Context: an optimization exercise on an open-source flow, tuned for small area, a short achievable clock period and few clock cycles. The choices shown serve that exercise and are no tape-out recipe.
The RTL was checked by simulation tests, not by an equivalence proof against the original design.

==> inputs of trial 96 <==
==> flow/design.v (excerpt) <==
module core_top (
    input  logic                  clk,
    input  logic                  arst_n,
    input  logic                  hold,
    input  logic                  mem_done,
    input  logic [31:0]           mem_instr,
    output logic                  mem_req,
    output logic [32-1:0] mem_pc,
    output logic                  wb_valid,
    output logic [3:0]            wb_rd,
    output logic [32-1:0] wb_data,
    output logic [32-1:0] wb_pc
);
    logic        started;    
    logic        outst;      
    logic        stale;      
    logic        pend;       
    logic [31:2] cur_pc;     
    logic [31:2] nxt_pc;     
    logic        iv;
    logic        i_we;       
    logic        i_unc;      
    logic        i_br;       
    logic        i_sub;
    logic [1:0]  i_fn;       
    logic [3:0]  i_rd;
    logic [31:0] opa;
    logic [31:0] opb;        
    logic [31:2] i_tgt;      
    logic [31:18] i_hi1;     
    logic        i_cy;
    logic [31:2] tgt;
    logic [31:2] pc_x;       
    assign pc_x = cur_pc - 30'd1;
    logic [31:0] rf [1:15];
  ...
==> flow/config.mk <==
export PLATFORM = sky130hd
export DESIGN_NAME = core_top
export DESIGN_NICKNAME = core_top
export VERILOG_FILES = /design/flow/design.v
export SDC_FILE = /design/flow/constraint.sdc
export NUM_CORES = 4
export LEC_CHECK = 0
export CAP_MARGIN = 20
export CORE_MARGIN = 2
export CORE_UTILIZATION = 55
export CTS_CLUSTER_DIAMETER = 150
export CTS_CLUSTER_SIZE = 30
export SETUP_SLACK_MARGIN = 3.3
export SLEW_MARGIN = 20
==> flow/constraint.sdc <==
create_clock -name core_clock -period 6.5 [get_ports {clk}]
set_input_delay 1.3000 -clock core_clock [delete_from_list [all_inputs] [get_ports {clk}]]
set_output_delay 1.3000 -clock core_clock [all_outputs]
set_load 0.01 [all_outputs]
standard.sh (not shown) runs the stock make flow with config.mk's settings and CLKGATE_MAP_FILE= SYNTH_SCRIPT=/design/flow/synth_recipe.tcl, a recipe that flattens the netlist after the stock synthesis.
==> flow/flow/run.sh <==
#!/bin/bash
# The standard layout (standard.sh: the standard flow's synthesis and ORFS flow), with two changes:
# ports get plain buf_2 buffers instead of the default delay-cell buffers, and the
# resizer may swap a cell for any other of the same function, not only its own footprint.
# make's output goes to standard.log; each ORFS step logs under orfs/logs/.
set -o pipefail
bash standard.sh "BUFFER_PORTS_ARGS=-buffer_cell sky130_fd_sc_hd__buf_2" MATCH_CELL_FOOTPRINT=0 finish > standard.log 2>&1
==> trial 32: changes against trial 96 <==
==> flow/design.v (replaced) <==
`timescale 1ns/1ps
module core_top (
    input  logic                  clk,
    input  logic                  arst_n,
    input  logic                  hold,
    input  logic                  mem_done,
    input  logic [31:0]           mem_instr,
    output logic                  mem_req,
    output logic [32-1:0] mem_pc,
    output logic                  wb_valid,
    output logic [3:0]            wb_rd,
    output logic [32-1:0] wb_data,
    output logic [32-1:0] wb_pc
);
    logic        started;    
    logic        outst;      
    logic        stale;      
    logic        pend;       
    logic [31:2] cur_pc;     
    logic [31:2] nxt_pc;     
    logic        iv;
    logic        i_we;       
    logic        i_unc;      
    logic        i_br;       
    logic        i_sub;
    logic [1:0]  i_fn;       
    logic [3:0]  i_rd;
    logic        byp_a;      
    logic        byp_b;      
    logic [31:0] opa;
    logic [31:0] opb;        
    logic [31:2] i_pc;       
    logic [31:0] rf [1:15];
    logic        ex;
    logic        blocked;    
    logic        tk_sel;     
    logic        taken;
    logic        mispred;    
    logic [31:0] a;
    logic [31:0] b;          
    logic [31:0] bs;         
    logic [31:0] sum;
    logic [31:0] res;
    assign a       = byp_a ? wb_data : opa;
    assign b       = byp_b ? wb_data : opb;
    assign bs      = byp_b ? (wb_data ^ {32{i_sub}}) : opb;
    assign ex      = iv && !hold;
    assign blocked = iv && hold;
    assign tk_sel  = iv && i_unc;
    assign taken   = tk_sel && !hold;
    assign mispred = ex && i_br && (a == b);
    logic [31:0] kg [0:5];
    logic [31:0] kp [0:5];
    always_comb begin
        kg[0] = a & bs;
        kp[0] = a ^ bs;
        kg[0][0] = kg[0][0] | (kp[0][0] & i_sub);
        for (int l = 0; l < 5; l++) begin
            for (int i = 0; i < 32; i++) begin
                if (i >= (1 << l)) begin
                    kg[l+1][i] = kg[l][i] | (kp[l][i] & kg[l][i - (1 << l)]);
                    kp[l+1][i] = kp[l][i] & kp[l][i - (1 << l)];
                end else begin
                    kg[l+1][i] = kg[l][i];
                    kp[l+1][i] = kp[l][i];
                end
            end
        end
        sum = kp[0] ^ {kg[5][30:0], i_sub};
    end
    always_comb begin
        case (i_fn)
            2'd0:    res = sum;
            2'd1:    res = a & b;
            2'd2:    res = a | b;
            default: res = a ^ b;
        endcase
    end
    logic        arr;        
    logic        acc;        
    logic [31:2] pc_sel;
    assign arr     = mem_done && outst;
    assign acc     = arr && !stale && !blocked && !tk_sel;
    assign pc_sel  = tk_sel ? i_pc : nxt_pc;
    assign mem_req = (arr || pend) && !blocked;
    assign mem_pc  = {pc_sel, 2'b00};
    always_ff @(posedge clk or negedge arst_n) begin
        if (!arst_n) begin
            started <= 1'b0;
            outst   <= 1'b0;
            stale   <= 1'b0;
            pend    <= 1'b0;
            cur_pc  <= '0;
            nxt_pc  <= '0;
        end else begin
            started <= 1'b1;
            if (!started) begin
                pend <= 1'b1;
            end else if (mispred) begin
                outst  <= 1'b1;
                stale  <= 1'b1;
                pend   <= 1'b0;
                nxt_pc <= i_pc;
                if (mem_req) cur_pc <= pc_sel;
            end else if (mem_req) begin
                outst  <= 1'b1;
                stale  <= 1'b0;
                pend   <= 1'b0;
                cur_pc <= pc_sel;
                nxt_pc <= pc_sel + 30'd1;
            end else if (blocked) begin
                if (arr) begin
                    outst <= 1'b0;
                    pend  <= 1'b1;
                end else if (outst) begin
                    stale <= 1'b1;
                end
                nxt_pc <= cur_pc - 30'd1;
            end else if (taken) begin
                stale  <= 1'b1;
                nxt_pc <= i_pc;
            end
        end
    end
    logic [3:0]  f_op;
    logic [3:0]  f_rd;
    logic [3:0]  f_rs1;
    logic [3:0]  f_rs2;
    logic [31:0] f_imm;
    logic        f_alu;
    logic        f_beq;
    logic        f_addi;
    logic        wr_x;
    logic [31:2] f_tgt;
    logic [31:0] rd1;
    logic [31:0] rd2;
    always_comb begin
        rd1 = (f_rs1 == 4'd0) ? 32'd0 : rf[f_rs1];
        rd2 = (f_rs2 == 4'd0) ? 32'd0 : rf[f_rs2];
        if (wb_valid && wb_rd == f_rs1) rd1 = wb_data;
        if (wb_valid && wb_rd == f_rs2) rd2 = wb_data;
    end
    assign f_op   = mem_instr[31:28];
    assign f_rd   = mem_instr[27:24];
    assign f_rs1  = mem_instr[23:20];
    assign f_rs2  = mem_instr[19:16];
    assign f_imm  = {{16{mem_instr[15]}}, mem_instr[15:0]};
    assign f_alu  = (f_op >= 4'd1) && (f_op <= 4'd6);
    assign f_beq  = (f_op == 4'd7);
    assign f_addi = (f_op == 4'd6);
    assign wr_x   = ex && i_we;
    logic [16:0] t_lo;
    logic [13:0] t_hi;
    logic [13:0] hi_inc;
    logic [13:0] hi_dec;
    logic        t_same;
    logic        t_up;
    logic        t_dn;
    logic [15:0] tg [0:4];
    logic [15:0] tp [0:4];
    always_comb begin
        tg[0] = cur_pc[17:2] & mem_instr[15:0];
        tp[0] = cur_pc[17:2] ^ mem_instr[15:0];
        for (int l = 0; l < 4; l++) begin
            for (int i = 0; i < 16; i++) begin
                if (i >= (1 << l)) begin
                    tg[l+1][i] = tg[l][i] | (tp[l][i] & tg[l][i - (1 << l)]);
                    tp[l+1][i] = tp[l][i] & tp[l][i - (1 << l)];
                end else begin
                    tg[l+1][i] = tg[l][i];
                    tp[l+1][i] = tp[l][i];
                end
            end
        end
        t_lo = {tg[4][15], tp[0] ^ {tg[4][14:0], 1'b0}};
    end
    assign hi_inc = cur_pc[31:18] + 14'd1;
    assign hi_dec = cur_pc[31:18] - 14'd1;
    assign t_same = t_lo[16] == mem_instr[15];
    assign t_up   = t_lo[16] && !mem_instr[15];
    assign t_dn   = !t_lo[16] && mem_instr[15];
    assign t_hi   = ({14{t_same}} & cur_pc[31:18]) | ({14{t_up}} & hi_inc) |
                    ({14{t_dn}} & hi_dec);
    assign f_tgt  = {t_hi, t_lo[15:0]};
    always_ff @(posedge clk or negedge arst_n) begin
        if (!arst_n) begin
            iv <= 1'b0;
        end else begin
            iv <= acc && !mispred;
        end
    end
    always_ff @(posedge clk) begin
        i_we  <= f_alu && (f_rd != 4'd0);
        i_unc <= f_beq && (f_rs1 == f_rs2);
        i_br  <= f_beq && (f_rs1 != f_rs2);
        i_sub <= (f_op == 4'd2);
        case (f_op)
            4'd3:    i_fn <= 2'd1;
            4'd4:    i_fn <= 2'd2;
            4'd5:    i_fn <= 2'd3;
            default: i_fn <= 2'd0;
        endcase
        i_rd  <= f_rd;
        byp_a <= wr_x && (i_rd == f_rs1);
        byp_b <= wr_x && (i_rd == f_rs2) && !f_addi;
        opa   <= rd1;
        opb   <= f_addi ? f_imm : ((f_op == 4'd2) ? ~rd2 : rd2);
        i_pc  <= f_beq ? f_tgt : cur_pc;
    end
    always_ff @(posedge clk or negedge arst_n) begin
        if (!arst_n) begin
            wb_valid <= 1'b0;
        end else begin
            wb_valid <= wr_x;
        end
    end
    always_ff @(posedge clk) begin
        wb_rd   <= i_rd;
        wb_data <= res;
        wb_pc   <= {i_pc, 2'b00};
        if (wb_valid) begin
            rf[wb_rd] <= wb_data;
        end
    end
endmodule
==> flow/config.mk (replaced) <==
export PLATFORM = sky130hd
export DESIGN_NAME = core_top
export DESIGN_NICKNAME = core_top
export VERILOG_FILES = /design/flow/design.v
export SDC_FILE = /design/flow/constraint.sdc
export NUM_CORES = 4
export LEC_CHECK = 0
export ABC_CLOCK_PERIOD_IN_PS = 3000
export CAP_MARGIN = 20
export CORE_MARGIN = 2
export CORE_UTILIZATION = 55
export SETUP_SLACK_MARGIN = 3.3
export SLEW_MARGIN = 20
==> build 13: changes against trial 96 <==
--- a/flow/design.v
+++ b/flow/design.v
@@ -16,15 +16,15 @@
     logic        outst;      
     logic        stale;      
     logic        pend;       
     logic [31:2] cur_pc;     
     logic [31:2] nxt_pc;     
     logic        iv;
     logic        i_we;       
-    logic        i_unc;      
+    logic        i_tk;       
     logic        i_br;       
     logic        i_sub;
     logic [1:0]  i_fn;       
     logic [3:0]  i_rd;
     logic [31:0] opa;
     logic [31:0] opb;        
     logic [31:2] i_tgt;      
@@ -43,15 +43,15 @@
     logic [31:0] sum;
     logic [31:0] res;
     assign a       = opa;
     assign b       = opb;
     assign bs      = opb ^ {32{i_sub}};
     assign ex      = iv && !hold;
     assign blocked = iv && hold;
-    assign tk_sel  = iv && i_unc;
+    assign tk_sel  = i_tk;
     logic [31:0] kg [0:5];
     logic [31:0] kp [0:5];
     always_comb begin
         kg[0] = a & bs;
         kp[0] = a ^ bs;
         kg[0][0] = kg[0][0] | (kp[0][0] & i_sub);
         for (int l = 0; l < 5; l++) begin
@@ -183,22 +183,23 @@
     logic [13:0] hi_inc;
     logic [13:0] hi_dec;
     assign t_lo   = {1'b0, cur_pc[17:2]} + {1'b0, mem_instr[15:0]};
     assign hi_inc = cur_pc[31:18] + 14'd1;
     assign hi_dec = cur_pc[31:18] - 14'd1;
     always_ff @(posedge clk or negedge arst_n) begin
         if (!arst_n) begin
-            iv <= 1'b0;
+            iv   <= 1'b0;
+            i_tk <= 1'b0;
         end else begin
-            iv <= acc && !mp0;
+            iv   <= acc && !mp0;
+            i_tk <= acc && !mp0 && f_beq && (f_rs1 == f_rs2);
         end
     end
     always_ff @(posedge clk) begin
         i_we  <= f_alu && (f_rd != 4'd0);
-        i_unc <= f_beq && (f_rs1 == f_rs2);
         i_br  <= f_beq && (f_rs1 != f_rs2);
         i_sub <= (f_op == 4'd2);
         case (f_op)
             4'd3:    i_fn <= 2'd1;
             4'd4:    i_fn <= 2'd2;
             4'd5:    i_fn <= 2'd3;
             default: i_fn <= 2'd0;
==> flow/config.mk (replaced) <==
export PLATFORM = sky130hd
export DESIGN_NAME = core_top
export DESIGN_NICKNAME = core_top
export VERILOG_FILES = /design/flow/design.v
export SDC_FILE = /design/flow/constraint.sdc
export NUM_CORES = 4
export LEC_CHECK = 0
export CAP_MARGIN = 20
export CORE_MARGIN = 2
export CORE_UTILIZATION = 70
export CTS_CLUSTER_DIAMETER = 100
export CTS_CLUSTER_SIZE = 20
export SETUP_SLACK_MARGIN = 3.3
export SLEW_MARGIN = 20
==> build 91: changes against trial 96 <==
--- a/flow/design.v
+++ b/flow/design.v
@@ -16,15 +16,15 @@
     logic        outst;      
     logic        stale;      
     logic        pend;       
     logic [31:2] cur_pc;     
     logic [31:2] nxt_pc;     
     logic        iv;
     logic        i_we;       
-    logic        i_unc;      
+    logic        i_tk;       
     logic        i_br;       
     logic        i_sub;
     logic [1:0]  i_fn;       
     logic [3:0]  i_rd;
     logic [31:0] opa;
     logic [31:0] opb;        
     logic [31:2] i_tgt;      
@@ -43,15 +43,15 @@
     logic [31:0] sum;
     logic [31:0] res;
     assign a       = opa;
     assign b       = opb;
     assign bs      = opb ^ {32{i_sub}};
     assign ex      = iv && !hold;
     assign blocked = iv && hold;
-    assign tk_sel  = iv && i_unc;
+    assign tk_sel  = i_tk;
     logic [31:0] kg [0:5];
     logic [31:0] kp [0:5];
     always_comb begin
         kg[0] = a & bs;
         kp[0] = a ^ bs;
         kg[0][0] = kg[0][0] | (kp[0][0] & i_sub);
         for (int l = 0; l < 5; l++) begin
@@ -183,22 +183,23 @@
     logic [13:0] hi_inc;
     logic [13:0] hi_dec;
     assign t_lo   = {1'b0, cur_pc[17:2]} + {1'b0, mem_instr[15:0]};
     assign hi_inc = cur_pc[31:18] + 14'd1;
     assign hi_dec = cur_pc[31:18] - 14'd1;
     always_ff @(posedge clk or negedge arst_n) begin
         if (!arst_n) begin
-            iv <= 1'b0;
+            iv   <= 1'b0;
+            i_tk <= 1'b0;
         end else begin
-            iv <= acc && !mp0;
+            iv   <= acc && !mp0;
+            i_tk <= acc && !mp0 && f_beq && (f_rs1 == f_rs2);
         end
     end
     always_ff @(posedge clk) begin
         i_we  <= f_alu && (f_rd != 4'd0);
-        i_unc <= f_beq && (f_rs1 == f_rs2);
         i_br  <= f_beq && (f_rs1 != f_rs2);
         i_sub <= (f_op == 4'd2);
         case (f_op)
             4'd3:    i_fn <= 2'd1;
             4'd4:    i_fn <= 2'd2;
             4'd5:    i_fn <= 2'd3;
             default: i_fn <= 2'd0;
==> flow/config.mk (replaced) <==
export PLATFORM = sky130hd
export DESIGN_NAME = core_top
export DESIGN_NICKNAME = core_top
export VERILOG_FILES = /design/flow/design.v
export SDC_FILE = /design/flow/constraint.sdc
export NUM_CORES = 4
export LEC_CHECK = 0
export CAP_MARGIN = 20
export CORE_MARGIN = 2
export CORE_UTILIZATION = 55
export CTS_CLUSTER_DIAMETER = 100
export CTS_CLUSTER_SIZE = 20
export SETUP_SLACK_MARGIN = 3.3
export SLEW_MARGIN = 20
==> out/metrics.csv <==
stage;metric;value;unit
cells_and_area;Antenna diodes;7;
run_status;status;complete, no violations;
critical_path;FF-to-FF path depth;10;
critical_path;reg-to-reg endpoint;opa[12];
yosys;main combinational cell family by area after synthesis;compound AO/OA/AOI/OAI gates;
cells_and_area;Non-Clock Buffer Area Fraction;6.31;%
global_route;met1 Use GR;60.6;%
drt;WL met3;22900;µm
floorplanning;Die Height;227;µm
(the above is from build 13)
==> out/metrics.csv <==
stage;metric;value;unit
floorplanning;Die Height;266;µm
critical_path;reg-to-reg endpoint;i_pc[31];
cells_and_area;Antenna diodes;1;
critical_path;FF-to-FF path depth;15;
drt;WL met3;9020;µm
run_status;status;complete, no violations;
(the above is from trial 32)
==> out/metrics.csv <==
stage;metric;value;unit
yosys;main combinational cell family by area after synthesis;compound AO/OA/AOI/OAI gates;
run_status;status;complete, no violations;
drt;WL met3;19700;µm
critical_path;FF-to-FF path depth;12;
critical_path;reg-to-reg endpoint;opa[30];
cells_and_area;Non-Clock Buffer Area Fraction;6.74;%
global_route;met1 Use GR;53.9;%
floorplanning;Die Height;254;µm
(the above is from trial 96)
==> out/metrics.csv <==
stage;metric;value;unit
critical_path;FF-to-FF path depth;13;
yosys;main combinational cell family by area after synthesis;compound AO/OA/AOI/OAI gates;
run_status;status;complete, no violations;
global_route;met1 Use GR;52.3;%
critical_path;reg-to-reg endpoint;opa[20];
cells_and_area;Antenna diodes;3;
floorplanning;Die Height;256;µm
drt;WL met3;19100;µm
cells_and_area;Non-Clock Buffer Area Fraction;5.93;%
(the above is from build 91)
Testbench counts of trial 96, summed over its fixed seeds: cycles 28,001.
Testbench counts of trial 32, summed over its fixed seeds: cycles 28,001.
Testbench counts of build 13, summed over its fixed seeds: cycles 28,001.
Testbench counts of build 91, summed over its fixed seeds: cycles 28,001.

separate check: timing with driven ports:
Ports are ideal in the flow. The routed layouts listed here were re-timed in OpenROAD. Step 1 assumes that a clkbuf_16 drives the clock port and a buf_2 every other input. Step 2 adds t to the input delays and takes it off the output delays; t is the mean of the earliest and latest rising clock arrival at the registers after step 1. Input paths then give back, and output paths get back, about the clock's delay inside the block. Three values: ideal, step 1, step 2; two values: the first two.
run | shift t [ns] | setup WS [ns] | hold WS [ns]
trial 96 | 0.714 | 3.028 / 3.028 / 2.583 | 0.400 / 0.400 / 0.400
trial 32 | 0.686 | 2.860 / 2.871 / 2.185 | 0.390 / 0.390 / 0.390
build 13 | 0.674 | 3.089 / 3.104 / 2.430 | 0.401 / 0.401 / 0.401
build 91 | 0.692 | 3.189 / 3.116 / 2.604 | 0.406 / 0.406 / 0.406
After both steps setup and hold are still met in every run listed. The setup slack of trial 32, which loses most, moves by +0.011 ns with the drivers and by -0.675 ns with both steps.
